This is an optimization exercise on Yosys and OpenROAD, whose aim is small area, not a production implementation.
Only simulation tests tie the RTL to the original design; equivalence was not proved.
The clock port is modelled as an ideal driver; clocking choices that lean on that would not hold on a real chip.
Power and IR drop assume default switching activity.

==> trial 75 <==
==> flow/design.v <==
package sdctrl_pkg;
    typedef enum logic [1:0] {
        RESP_NONE        = 2'd0,
        RESP_SHORT       = 2'd1,     
        RESP_SHORT_NOCRC = 2'd2,     
        RESP_LONG        = 2'd3      
    } sd_resp_class_e;
    typedef enum logic [2:0] {
        INITIALISE = 3'd0,
        IDLE       = 3'd1,
        WRITECMD   = 3'd2,
        READ       = 3'd3,
        AWAIT      = 3'd4
    } sd_phy_state_e;
    typedef struct packed {
        logic [47:0]    cmd;
        sd_resp_class_e resp_class;
    } sd_cmd_req_t;
    typedef struct packed {
        logic level;
        logic rise;
        logic fall;
    } sd_clk_t;
    typedef struct packed {
        logic [135:0] data;                  
        logic         crc_err;
        logic         timeout;
    } sd_resp_t;
endpackage
`timescale 1ns/1ps
module sdctrl_top (
    input  logic                    sdctrl_clock_i,
    input  logic                    rst_i,
    input  logic [49:0]             req_i,       
    input  logic                    start_i,
    output logic                    ready_o,
    output logic [137:0]            resp_o,      
    output logic                    finish_o,
    output logic                    sdclk_o,
    output logic                    cmd_o,
    output logic                    cmd_oe_o,
    input  logic                    resp_i
);
    localparam int RING = 135;
    localparam int TAP  = 131;
    typedef enum logic [3:0] {
        S_INIT  = 4'd0,
        S_IDLE  = 4'd1,
        S_TX    = 4'd2,
        S_TXD   = 4'd3,
        S_WAIT  = 4'd4,
        S_SHIFT = 4'd5,
        S_CHK   = 4'd6,
        S_RXD   = 4'd7,
        S_FIN   = 4'd8
    } state_e;
    state_e           state;
    logic             div_q;
    logic             level_q;
    logic [7:0]       cnt;
    logic [1:0]       cls;
    logic [6:0]       crc;
    logic             cmd_q;
    logic             oe_q;
    logic [RING-1:0]  ring;
    logic rise, fall;
    assign rise = level_q & ~div_q;
    assign fall = ~level_q & ~div_q;
    always_ff @(posedge sdctrl_clock_i) begin
        if (rst_i) begin
            div_q   <= 1'b0;
            level_q <= 1'b1;
        end else begin
            div_q <= ~div_q;
            if (div_q) level_q <= ~level_q;
        end
    end
    logic load, take, last, crc_en, crc_fb;
    assign load   = (state == S_IDLE) && start_i;
    assign take   = rise && ((state == S_WAIT && !resp_i) || state == S_SHIFT);
    assign last   = (cnt == ((&cls) ? 8'd134 : 8'd46));
    assign crc_en = cls[0] && !last && (!cls[1] || cnt >= 8'd7);
    assign crc_fb = crc[6] ^ resp_i;
    always_ff @(posedge sdctrl_clock_i) begin
        if (rst_i) begin
            state <= S_INIT;
            cnt   <= '0;
            cmd_q <= 1'b1;
            oe_q  <= 1'b0;
        end else begin
            case (state)
                S_INIT: begin
                    if (rise) begin
                        if (cnt == 8'd74) state <= S_IDLE;
                        else              cnt   <= cnt + 1'b1;
                    end
                end
                S_IDLE: begin
                    if (start_i) begin
                        state <= S_TX;
                        cnt   <= '0;
                    end
                end
                S_TX: begin
                    cnt <= cnt + 1'b1;
                    if (fall) begin
                        if (cnt[7:2] == 6'd48) begin
                            state <= S_TXD;
                            cmd_q <= 1'b1;
                            oe_q  <= 1'b0;
                        end else begin
                            cmd_q <= ring[TAP + cnt[1:0]];
                            oe_q  <= 1'b1;
                        end
                    end
                end
                S_TXD: begin
                    cnt   <= '0;
                    state <= (cls == 2'd0) ? S_FIN : S_WAIT;
                end
                S_WAIT: begin
                    if (rise) begin
                        if (!resp_i) begin
                            state <= S_SHIFT;
                            cnt   <= '0;
                        end else if (cnt == 8'd63) begin
                            state <= S_RXD;              
                        end else begin
                            cnt <= cnt + 1'b1;
                        end
                    end
                end
                S_SHIFT: begin
                    if (rise) begin
                        if (last) state <= S_CHK;        
                        else      cnt   <= cnt + 1'b1;
                    end
                end
                S_CHK:   state <= S_RXD;
                S_RXD:   state <= S_FIN;
                S_FIN:   state <= S_IDLE;
                default: state <= S_INIT;
            endcase
        end
    end
    always_ff @(posedge sdctrl_clock_i) begin
        if (load) cls <= req_i[1:0];
    end
    always_ff @(posedge sdctrl_clock_i) begin
        if (load) begin
            crc <= '0;
        end else if (take && state == S_SHIFT && crc_en) begin
            crc <= {crc[5:3], crc[2] ^ crc_fb, crc[1:0], crc_fb};
        end
    end
    logic keep, ring_in;
    assign keep    = (cnt[1:0] == 2'd0) && (cnt <= 8'd56);
    assign ring_in = (state == S_TX) ? (keep & ring[RING-1])
                   : take            ? resp_i
                   :                   ring[RING-1];
    always_ff @(posedge sdctrl_clock_i) begin
        ring[0] <= ring_in;
    end
    for (genvar i = 1; i < RING; i++) begin : g_ring
        localparam int B = (i % 4 == TAP % 4 && i <= TAP) ? 47 - (TAP - i) / 4
                         : (i % 4 == (TAP + RING) % 4 && i > TAP - 4 * 47 + RING - 4)
                                                           ? 47 - (TAP + RING - i) / 4
                         : -1;
        if (B >= 0) begin : g_load
            always_ff @(posedge sdctrl_clock_i) begin
                if (load) ring[i] <= req_i[2 + B];
                else      ring[i] <= ring[i-1];
            end
        end else begin : g_shift
            always_ff @(posedge sdctrl_clock_i) begin
                ring[i] <= ring[i-1];
            end
        end
    end
    for (genvar j = 0; j < 135; j++) begin : g_resp
        assign resp_o[2 + j] = ring[(4 * j + 2) % RING];
    end
    assign resp_o[137] = 1'b0;
    assign resp_o[1]   = |crc;
    assign resp_o[0]   = cnt[0];
    assign ready_o  = (state == S_IDLE);
    assign finish_o = (state == S_FIN);
    assign sdclk_o  = level_q;
    assign cmd_o    = cmd_q;
    assign cmd_oe_o = oe_q;
endmodule
==> flow/run.sh <==
#!/bin/bash
# synth_recipe.tcl (not shown) runs the flow's synth.tcl, then flattens the netlist and writes it again
# the make line also repeats each setting of config.mk as NAME=value (left out here)
make -C /OpenROAD-flow-scripts/flow DESIGN_CONFIG=/design/flow/config.mk WORK_HOME=/design/flow/orfs CLKGATE_MAP_FILE= SYNTH_SCRIPT=/design/flow/synth_recipe.tcl finish
==> flow/config.mk <==
export PLATFORM = sky130hd
export DESIGN_NAME = sdctrl_top
export DESIGN_NICKNAME = sdctrl_top
export VERILOG_FILES = /design/flow/design.v
export SDC_FILE = /design/flow/constraint.sdc
export NUM_CORES = 4
export LEC_CHECK = 0
export CAP_MARGIN = 20
export CORE_MARGIN = 2
export CORE_UTILIZATION = 40
export SLEW_MARGIN = 20
==> flow/constraint.sdc <==
create_clock -name core_clock -period 5.0 [get_ports {sdctrl_clock_i}]
set_input_delay 1.0000 -clock core_clock [delete_from_list [all_inputs] [get_ports {sdctrl_clock_i}]]
set_output_delay 1.0000 -clock core_clock [all_outputs]
set_load 0.01 [all_outputs]
==> inputs of build 25, as changes to trial 75 <==
==> flow/flow/run.sh (new file) <==
#!/bin/bash
# Standard ORFS layout (the standard.sh, standard synthesis unchanged) with two
# layout choices changed:
#  - port buffers use the smallest buffer cell (buffer_ports -buffer_cell);
#  - clock tree synthesis uses smaller clock buffers and no dummy loads.
# Each tool's full output goes to the ORFS logs under orfs/logs; make's own output
# goes to run_make.log here.
set -euo pipefail
cd "$(dirname "$0")/.."
CTS="-sink_clustering_enable -repair_clock_nets -dont_use_dummy_load"
CTS="$CTS -buf_list sky130_fd_sc_hd__clkbuf_4 -sink_clustering_size 12 -sink_clustering_max_diameter 60"
bash standard.sh \
  "BUFFER_PORTS_ARGS=-buffer_cell sky130_fd_sc_hd__buf_1" \
  "CTS_ARGS=$CTS" \
  finish > run_make.log 2>&1
==> flow/standard.sh (new file) <==
#!/bin/bash
# synth_recipe.tcl (not shown) runs the flow's synth.tcl, then flattens the netlist and writes it again
# the make line also repeats each setting of config.mk as NAME=value (left out here)
make -C /OpenROAD-flow-scripts/flow DESIGN_CONFIG=/design/flow/config.mk WORK_HOME=/design/flow/orfs CLKGATE_MAP_FILE= SYNTH_SCRIPT=/design/flow/synth_recipe.tcl "${@:-finish}"
removed: flow/run.sh
==> inputs of trial 89, as changes to trial 75 <==
--- a/flow/design.v
+++ b/flow/design.v
@@ -43,16 +43,15 @@
 );
     localparam int RING = 135;
     localparam int TAP  = 131;
-    typedef enum logic [3:0] {
-        S_INIT  = 4'd0,
-        S_IDLE  = 4'd1,
-        S_TX    = 4'd2,
-        S_TXD   = 4'd3,
-        S_WAIT  = 4'd4,
-        S_SHIFT = 4'd5,
-        S_CHK   = 4'd6,
-        S_RXD   = 4'd7,
-        S_FIN   = 4'd8
+    typedef enum logic [2:0] {
+        S_INIT  = 3'd7,
+        S_IDLE  = 3'd5,
+        S_TX    = 3'd4,
+        S_TXD   = 3'd3,
+        S_WAIT  = 3'd0,
+        S_SHIFT = 3'd1,
+        S_POST  = 3'd6,     
+        S_FIN   = 3'd2
     } state_e;
     state_e           state;
     logic             div_q;
@@ -75,36 +74,36 @@
             if (div_q) level_q <= ~level_q;
         end
     end
-    logic load, take, last, crc_en, crc_fb;
+    logic load, take, crc_en, crc_fb, tx, top6, hold;
+    assign tx     = (state == S_TX);
     assign load   = (state == S_IDLE) && start_i;
     assign take   = rise && ((state == S_WAIT && !resp_i) || state == S_SHIFT);
-    assign last   = (cnt == ((&cls) ? 8'd134 : 8'd46));
-    assign crc_en = cls[0] && !last && (!cls[1] || cnt >= 8'd7);
-    assign crc_fb = crc[6] ^ resp_i;
+    assign top6   = (cnt[7:2] == 6'd48);
+    assign crc_en = cls[0] && cnt[7] && !(&cnt);
+    assign hold   = (state == S_INIT || state == S_SHIFT) && !rise;
+    always_ff @(posedge sdctrl_clock_i) begin
+        if (rst_i) begin
+            cnt <= 8'd118;
+        end else if (state == S_IDLE || state == S_TXD) begin
+            cnt <= '0;
+        end else if (state == S_WAIT && rise && !resp_i) begin
+            cnt <= (&cls) ? 8'd121 : 8'd209;
+        end else if (!hold) begin
+            cnt <= cnt + 1'b1;
+        end
+    end
     always_ff @(posedge sdctrl_clock_i) begin
         if (rst_i) begin
             state <= S_INIT;
-            cnt   <= '0;
             cmd_q <= 1'b1;
             oe_q  <= 1'b0;
         end else begin
             case (state)
-                S_INIT: begin
-                    if (rise) begin
-                        if (cnt == 8'd74) state <= S_IDLE;
-                        else              cnt   <= cnt + 1'b1;
-                    end
-                end
-                S_IDLE: begin
-                    if (start_i) begin
-                        state <= S_TX;
-                        cnt   <= '0;
-                    end
-                end
+                S_INIT:  if (rise && top6) state <= S_IDLE;
+                S_IDLE:  if (start_i) state <= S_TX;
                 S_TX: begin
-                    cnt <= cnt + 1'b1;
                     if (fall) begin
-                        if (cnt[7:2] == 6'd48) begin
+                        if (top6) begin
                             state <= S_TXD;
                             cmd_q <= 1'b1;
                             oe_q  <= 1'b0;
@@ -114,50 +113,35 @@
                         end
                     end
                 end
-                S_TXD: begin
-                    cnt   <= '0;
-                    state <= (cls == 2'd0) ? S_FIN : S_WAIT;
-                end
+                S_TXD:   state <= (cls == 2'd0) ? S_FIN : S_WAIT;
                 S_WAIT: begin
                     if (rise) begin
-                        if (!resp_i) begin
-                            state <= S_SHIFT;
-                            cnt   <= '0;
-                        end else if (cnt == 8'd63) begin
-                            state <= S_RXD;              
-                        end else begin
-                            cnt <= cnt + 1'b1;
-                        end
+                        if (!resp_i)         state <= S_SHIFT;
+                        else if (&cnt[7:2])  state <= S_POST;    
                     end
                 end
-                S_SHIFT: begin
-                    if (rise) begin
-                        if (last) state <= S_CHK;        
-                        else      cnt   <= cnt + 1'b1;
-                    end
-                end
-                S_CHK:   state <= S_RXD;
-                S_RXD:   state <= S_FIN;
-                S_FIN:   state <= S_IDLE;
-                default: state <= S_INIT;
+                S_SHIFT: if (rise && &cnt) state <= S_POST;
+                S_POST:  if (cnt[0]) state <= S_FIN;
+                default: state <= S_IDLE;                      
             endcase
         end
     end
     always_ff @(posedge sdctrl_clock_i) begin
         if (load) cls <= req_i[1:0];
     end
+    logic crc_clr, crc_in;
+    assign crc_clr = !cnt[7] && !(state == S_POST || state == S_FIN);
+    assign crc_in  = rise && state == S_SHIFT && crc_en && resp_i;
+    assign crc_fb  = (crc[6] && !crc_clr) ^ crc_in;
     always_ff @(posedge sdctrl_clock_i) begin
-        if (load) begin
-            crc <= '0;
-        end else if (take && state == S_SHIFT && crc_en) begin
-            crc <= {crc[5:3], crc[2] ^ crc_fb, crc[1:0], crc_fb};
-        end
+        crc <= {crc[5:3], crc[2] ^ crc_fb, crc[1:0], crc_fb};
     end
     logic keep, ring_in;
     assign keep    = (cnt[1:0] == 2'd0) && (cnt <= 8'd56);
-    assign ring_in = (state == S_TX) ? (keep & ring[RING-1])
-                   : take            ? resp_i
-                   :                   ring[RING-1];
+    assign ring_in = tx                ? (keep & ring[RING-1])
+                   : state == S_WAIT   ? 1'b0
+                   : take              ? resp_i
+                   :                     ring[RING-1];
     always_ff @(posedge sdctrl_clock_i) begin
         ring[0] <= ring_in;
     end
@@ -182,7 +166,7 @@
     end
     assign resp_o[137] = 1'b0;
     assign resp_o[1]   = |crc;
-    assign resp_o[0]   = cnt[0];
+    assign resp_o[0]   = cnt[7];
     assign ready_o  = (state == S_IDLE);
     assign finish_o = (state == S_FIN);
     assign sdclk_o  = level_q;
==> flow/flow/run.sh (new file) <==
#!/bin/bash
# Standard ORFS layout (the standard.sh, standard synthesis unchanged) with
# these layout choices changed:
#  - port buffers use the smallest buffer cell (buffer_ports -buffer_cell);
#  - clock tree synthesis without dummy loads, from clkbuf_4/clkbuf_8, and
#    flow/post_cts.tcl then shrinks each leaf clock buffer as far as a 110 ps
#    clock-pin slew allows;
#  - power recovery after global routing (RECOVER_POWER) downsizes gates with
#    slack to spare.
# Each tool's full output goes to the ORFS logs under orfs/logs; make's own
# output goes to run_make.log here.
set -euo pipefail
cd "$(dirname "$0")/.."
CTS="-sink_clustering_enable -repair_clock_nets -dont_use_dummy_load"
CTS="$CTS -buf_list {sky130_fd_sc_hd__clkbuf_4 sky130_fd_sc_hd__clkbuf_8}"
CTS="$CTS -sink_clustering_size 20 -sink_clustering_max_diameter 60"
bash standard.sh \
  "BUFFER_PORTS_ARGS=-buffer_cell sky130_fd_sc_hd__buf_1" \
  "CTS_ARGS=$CTS" \
  "POST_CTS_TCL=$PWD/flow/post_cts.tcl" \
  "RECOVER_POWER=100" \
  finish > run_make.log 2>&1
==> flow/flow/post_cts.tcl (new file) <==
set clk_slew_target 0.110

proc sink_slew {inst} {
  set out [get_pins -of_objects $inst -filter "direction==output"]
  set net [get_nets -of_objects $out]
  set m 0
  foreach p [get_pins -of_objects $net -filter "direction==input"] {
    foreach prop {slew_max_rise slew_max_fall} {
      set s [get_property $p $prop]
      if {$s > $m} { set m $s }
    }
  }
  return $m
}

estimate_parasitics -placement
foreach inst [get_cells *] {
  if {[get_property $inst ref_name] != "sky130_fd_sc_hd__clkbuf_8"} { continue }
  set in [get_pins -of_objects $inst -filter "direction==input"]
  set in_net [get_nets -of_objects $in]
  if {[llength [get_ports -quiet [get_full_name $in_net]]] > 0} { continue }
  set chosen sky130_fd_sc_hd__clkbuf_8
  foreach cand {sky130_fd_sc_hd__clkbuf_2 sky130_fd_sc_hd__clkbuf_4} {
    replace_cell $inst $cand
    estimate_parasitics -placement
    if {[sink_slew $inst] <= $clk_slew_target} { set chosen $cand; break }
  }
  if {$chosen != [get_property $inst ref_name]} {
    replace_cell $inst $chosen
    estimate_parasitics -placement
  }
  puts "post_cts: [get_full_name $inst] -> $chosen, sink slew [sink_slew $inst]"
}
detailed_placement
check_placement
==> flow/standard.sh (new file) <==
#!/bin/bash
# synth_recipe.tcl (not shown) runs the flow's synth.tcl, then flattens the netlist and writes it again
# the make line also repeats each setting of config.mk as NAME=value (left out here)
make -C /OpenROAD-flow-scripts/flow DESIGN_CONFIG=/design/flow/config.mk WORK_HOME=/design/flow/orfs CLKGATE_MAP_FILE= SYNTH_SCRIPT=/design/flow/synth_recipe.tcl "${@:-finish}"
removed: flow/run.sh
==> notes <==
Between build 25 and trial 75, the lower sequential share of layout area is in trial 75 (gap 13 points). Global-route usage: build 25 < trial 89 < trial 75. In trial 75 the flip-flop and latch count is higher than in trial 89, by 1. Between build 25 and trial 75, the lower count of clock-buffer cells in the layout is in build 25 (gap 3). Against build 25, the hold slack of trial 75 is better by 0.017 ns. Maximum frequency: trial 89 < trial 75 < build 25. Clock skew: trial 75 < trial 89 < build 25. Of trial 89 and build 25, build 25 has the higher die area (gap about 6.4%, measured against build 25). Trial 89 produced a layout that fails on max-capacitance violations, max-slew violations. Build 25 passed the timing, DRC and antenna checks. Trial 75 finished clean. Power, lowest first: build 25, trial 75, trial 89. Of trial 75 and trial 89, trial 75 has the higher cell area (gap about 35%, measured against trial 89).
==> figures <==
item	trial 75	build 25	trial 89
Most frequent standard cell in the layout excluding fill and tap cells	clkdlybuf4s50_1	buf_1	buf_1
Worst-case vdd ir drop	245.4 uV	201.9 uV	374.8 uV
Flip-flop and latch share of the layout cell area	43.02%	55.54%	57.66%
Via density	4.884	4.953	4.821
Placement Rows	40	40	38
Via count of the first global-routing pass	3416	3324	3259
Run status	finished clean	finished clean	complete, but fails checks
Layout check failures	-	-	max-capacitance violations, max-slew violations
Worst hold slack across all endpoints	0.3454 ns	0.3289 ns	0.3266 ns
P_seq	0.00147 W	0.00147 W	0.00222 W
Count of different cell masters after synthesis	55	55	49
Multiplexer share of the synthesized area	12.03%	12.03%	12.39%
Worst flop-to-flop path endpoint	ring[107]$_DFF_P_	ring[91]$_DFF_P_	ring[67]$_DFF_P_
Placed Instance Area	0.006894 mm2	0.005674 mm2	0.005396 mm2
Largest fanout on the critical path	12	12	39
Clock buffers created by TritonCTS	17	17	-
Share of cells above drive strength 1	8.020%	5.604%	9.242%
Terminating pin of the worst hold path	ring[16]$_DFF_P_	ring[92]$_DFF_P_	ring[105]$_DFF_P_
First DRT Iteration DRCs	237	220	168
Power share of the sequential group	46.8%	66.4%	55.1%
Share of Yosys cell area claimed by the top area cell type	64.99%	64.99%	69.14%
Reg2reg path depth	5	5	4
First-pass GRT wire length	18440 um	16790 um	16550 um

## what the ideal ports hide
No port has a modelled driver above. Below, the same layouts with a new extraction and two added sets of constraints.
Step 1 (the two cells are an assumption about what drives the block):
set clk [get_ports {sdctrl_clock_i}]
set_driving_cell -lib_cell sky130_fd_sc_hd__clkbuf_16 $clk
set_driving_cell -lib_cell sky130_fd_sc_hd__buf_2 [delete_from_list [all_inputs] $clk]
Step 2 adds t to the input delays and takes it off the output delays; t is the mean of the earliest and latest rising clock arrival at the registers after step 1. Input paths then give back, and output paths get back, about the clock's delay inside the block.
a / b / c = ideal / step 1 / step 2; a / b = the first two.
| run | t, ns | setup WS [ns] | pins driven straight from the clock port |
|---|---|---|---|
| trial 75 | 0.443 | 1.907 / 1.870 / 1.919 | 1 |
| build 25 | 0.550 | 2.197 / 2.162 / 2.391 | 1 |
| trial 89 | 0.437 | 1.566 / 1.566 / 1.213 | 1 |
For trial 89, which loses most, drivers alone change the setup slack by 0.000 ns; drivers and shift together by -0.353 ns.
